Source: an optimization exercise on an open RTL-to-GDS flow (aim: small area and few clock cycles per item). Production flows keep margins and buffers that such runs may drop.
Only simulation tests tie the RTL to the original design; equivalence was not proved.

v6:
## fp_mult_pipe
module fp_mult_pipe #(
   parameter int EXP_W = 8,
   parameter int MAN_W = 23
) (
   input  logic                 clk,
   input  logic                 rst_n,
   input  logic                 in_valid,
   output logic                 in_ready,
   input  logic [EXP_W+MAN_W:0] x,
   input  logic [EXP_W+MAN_W:0] y,
   output logic                 out_valid,
   input  logic                 out_ready,
   output logic [EXP_W+MAN_W:0] result
   ,
   output logic [3:0]           flags
);
export LEC_CHECK = 0
export CAP_MARGIN = 20
export CORE_MARGIN = 2
export CORE_UTILIZATION = 40
export CTS_BUF_LIST = sky130_fd_sc_hd__clkbuf_8
export GPL_TIMING_DRIVEN = 0
export SLEW_MARGIN = 20
create_clock -name core_clock -period 7.5 [get_ports {clk}]
standard.sh (not shown) runs the stock make flow with config.mk's settings and CLKGATE_MAP_FILE= SYNTH_SCRIPT=/design/flow/synth_recipe.tcl, a recipe that flattens the netlist after the stock synthesis.
==> flow/flow/run.sh <==
#!/bin/bash
# Layout flow: the standard ORFS flow, with Yosys's generic `abc -fast` pass
# skipped in synthesis (synth -noabc), so that the full adders written in the RTL
# reach extract_fa as written and keep one polarity through the adder tree, and
# with every port buffered by a buf_2 instead of the default clkdlybuf4s50_1.
set -euo pipefail
cd "$(dirname "$0")/.."
export BUFFER_PORTS_ARGS="-buffer_cell sky130_fd_sc_hd__buf_2"
bash standard.sh synth SYNTH_ARGS=-noabc > synth.log 2>&1
bash standard.sh finish SYNTH_ARGS=-noabc > layout.log 2>&1
Testbench counts of v6, summed over its fixed seeds: cycles 16,008, items 16,000.
[inputs] v7 vs v6
--- a/flow/design.v
+++ b/flow/design.v
@@ -36,12 +36,13 @@
    assign zx   = (ex == '0);
    assign zy   = (ey == '0);
    assign infx = (ex == EONES) & (mx == '0);
    assign infy = (ey == EONES) & (my == '0);
    assign nanx = (ex == EONES) & (mx != '0);
    assign nany = (ey == EONES) & (my != '0);
+   logic [PW-1:0] p;
    wire bo0 = my[0] ^ 1'b0;
    wire bt0 = (my[1] & ~my[0] & ~1'b0) | (~my[1] & my[0] & 1'b0);
    wire bn0 = my[1] & ~(my[0] & 1'b0);
    wire xa1 = mx[0] ^ bn0;
    wire xa2 = mx[1] ^ bn0;
    wire xa3 = mx[2] ^ bn0;
@@ -1254,19 +1255,16 @@
    wire s1177 = 1'b1 ^ s1087 ^ c1086;
    wire c1178 = (1'b1 & s1087) | ((1'b1 ^ s1087) & c1086);
    wire s1179 = pp588 ^ 1'b1 ^ c1088;
    wire c1180 = (pp588 & 1'b1) | ((pp588 ^ 1'b1) & c1088);
    wire [47:0] pa = {s1179, s1177, s1175, s1173, s1171, s1169, s1167, s1165, s1163, s1161, s1159, s1157, s1155, s1153, s1151, s1149, s1147, s1145, s1143, s1141, s1139, s1137, s1135, s1133, s1131, s1129, s1127, s1125, s1123, s1121, s1119, s1117, s1115, s1113, s1111, s1109, s1107, s1105, s1103, s1101, s1099, s1097, s1095, s1093, s1091, bn1, pp25, pp24};
    wire [47:0] pb = {c1178, c1176, c1174, c1172, c1170, c1168, c1166, c1164, c1162, c1160, c1158, c1156, c1154, c1152, c1150, c1148, c1146, c1144, c1142, c1140, c1138, c1136, c1134, c1132, c1130, c1128, c1126, c1124, c1122, c1120, c1118, c1116, c1114, c1112, c1110, c1108, c1106, c1104, c1102, c1100, c1098, c1096, c1094, c1092, c1090, s1089, 1'b0, bn0};
+   assign p = pa + pb;
    localparam int LO = MAN_W - 1;
-   logic [LO:0]   lo_sum;
-   logic          c_lo;
    logic [LO-1:0] orx, ory;
    logic          st_d;
-   assign lo_sum = {1'b0, pa[LO-1:0]} + {1'b0, pb[LO-1:0]};
-   assign c_lo   = lo_sum[LO];
    always_comb begin
       orx[0] = mx[0];
       ory[0] = my[0];
       for (int i = 1; i < LO; i++) begin
          orx[i] = orx[i-1] | mx[i];
          ory[i] = ory[i-1] | my[i];
@@ -1292,14 +1290,13 @@
       end else begin
          sc_d  = 2'b00;
       end
    end
    logic          s_q;
    logic [EXP_W:0] e_q;    
-   logic [PW-1:LO] ha_q, hb_q;   
-   logic          c_q;           
+   logic [SW+1:0] ph_q;    
    logic          st_q;    
    logic [1:0]    sc_q;
    logic          inv_q;
    always_ff @(posedge clk or negedge rst_n) begin
       if (!rst_n)
          v_q <= 1'b0;
@@ -1307,54 +1304,41 @@
          v_q <= in_valid;
    end
    always_ff @(posedge clk) begin
       if (load) begin
          s_q   <= sx ^ sy;
          e_q   <= {1'b0, ex} + {1'b0, ey};
-         ha_q  <= pa[PW-1:LO];
-         hb_q  <= pb[PW-1:LO];
-         c_q   <= c_lo;
+         ph_q  <= p[PW-1:MAN_W-1];
          st_q  <= st_d;
          sc_q  <= sc_d;
          inv_q <= inv_d;
       end
    end
-   logic [SW+1:0]    ph;      
    logic             msb, rnd1, rnd0, rnd, cry, ovf, unf, inx;
    logic [SW-1:0]    man_n;
    logic [SW-1:0]    ones;    
    logic [MAN_W-1:0] frac;
    logic [EXP_W-1:0] e_o;
-   assign ph    = ha_q + hb_q + (SW+2)'(c_q);
-   assign msb   = ph[SW+1];
-   assign man_n = msb ? ph[SW+1:2] : ph[SW:1];
-   assign rnd1  = ph[1] & (ph[0] | st_q | ph[2]);
-   assign rnd0  = ph[0] & (st_q | ph[1]);
+   assign msb   = ph_q[SW+1];
+   assign man_n = msb ? ph_q[SW+1:2] : ph_q[SW:1];
+   assign rnd1  = ph_q[1] & (ph_q[0] | st_q | ph_q[2]);
+   assign rnd0  = ph_q[0] & (st_q | ph_q[1]);
    assign rnd   = msb ? rnd1 : rnd0;
-   assign inx   = ph[0] | st_q | (msb & ph[1]);
+   assign inx   = ph_q[0] | st_q | (msb & ph_q[1]);
    always_comb begin
       ones[0] = 1'b1;
       for (int i = 1; i < SW; i++)
          ones[i] = ones[i-1] & man_n[i-1];
    end
    assign frac = man_n[MAN_W-1:0] ^ ({MAN_W{rnd}} & ones[MAN_W-1:0]);
    assign cry  = rnd & ones[SW-1] & man_n[SW-1];
-   logic [1:0] inc;
-   logic [2:0] ovf_k, unf_k;
-   logic [EXP_W-1:0] eo_k [3];
-   assign inc = {1'b0, msb} + {1'b0, cry};
-   always_comb begin
-      for (int k = 0; k < 3; k++) begin
-         ovf_k[k] = ({1'b0, e_q} + XW'(k)) >= EMAX + BIAS;
-         unf_k[k] = ({1'b0, e_q} + XW'(k)) <= BIAS;
-         eo_k[k]  = e_q[EXP_W-1:0] + EXP_W'(k) - BIAS[EXP_W-1:0];
-      end
-   end
-   assign ovf = ovf_k[inc];
-   assign unf = unf_k[inc];
-   assign e_o = eo_k[inc];
+   logic [XW-1:0] e_s;
+   assign e_s = {1'b0, e_q} + XW'(msb) + XW'(cry);
+   assign e_o = e_s[EXP_W-1:0] - BIAS[EXP_W-1:0];
+   assign ovf = (e_s >= EMAX + BIAS);
+   assign unf = (e_s <= BIAS);
    logic [W-1:0] r_d;
    logic [3:0]   f_d;
    always_comb begin
       r_d = {s_q, e_o, frac};
       f_d = {3'b000, inx};
       case (sc_q)
### Flow results
- Relative to v6, sequential standard cell area decreased by 40% in v7.
- Number of cells on the worst reg-to-reg path: v6 vs v7 identical
- Diff v6 -> v7: number of stages on the worst setup path went up; initial detailed-routing violation count went down.
Testbench counts of v7, summed over its fixed seeds: cycles 16,008, items 16,000.

[afterwards: timing with drivers on the ports]
The results above use ideal ports. As a check the final layouts listed here were re-extracted and re-timed, cells and wires unchanged.
Step 1, drivers: a clkbuf_16 drives clk and a buf_2 each remaining input, both assumed.
Step 2 moves the port delays by t, midway between the first and last clock arrival at a register: inputs arrive t later, outputs are due t later. That takes back most of the time a late clock gives input paths.
Three values: ideal, step 1, step 2; two values: the first two.
run	t, ns	setup slack, ns	worst hold slack (ns)
v6	0.373	0.206 / 0.167 / -0.030	0.645 / 0.645 / 0.645
v7	0.333	0.104 / 0.103 / -0.230	0.729 / 0.729 / 0.729
With both steps, setup timing fails in v6 and v7, where it was met with ideal ports. For v7, which loses most, drivers alone change the setup slack by -0.001 ns; drivers and shift together by -0.334 ns.
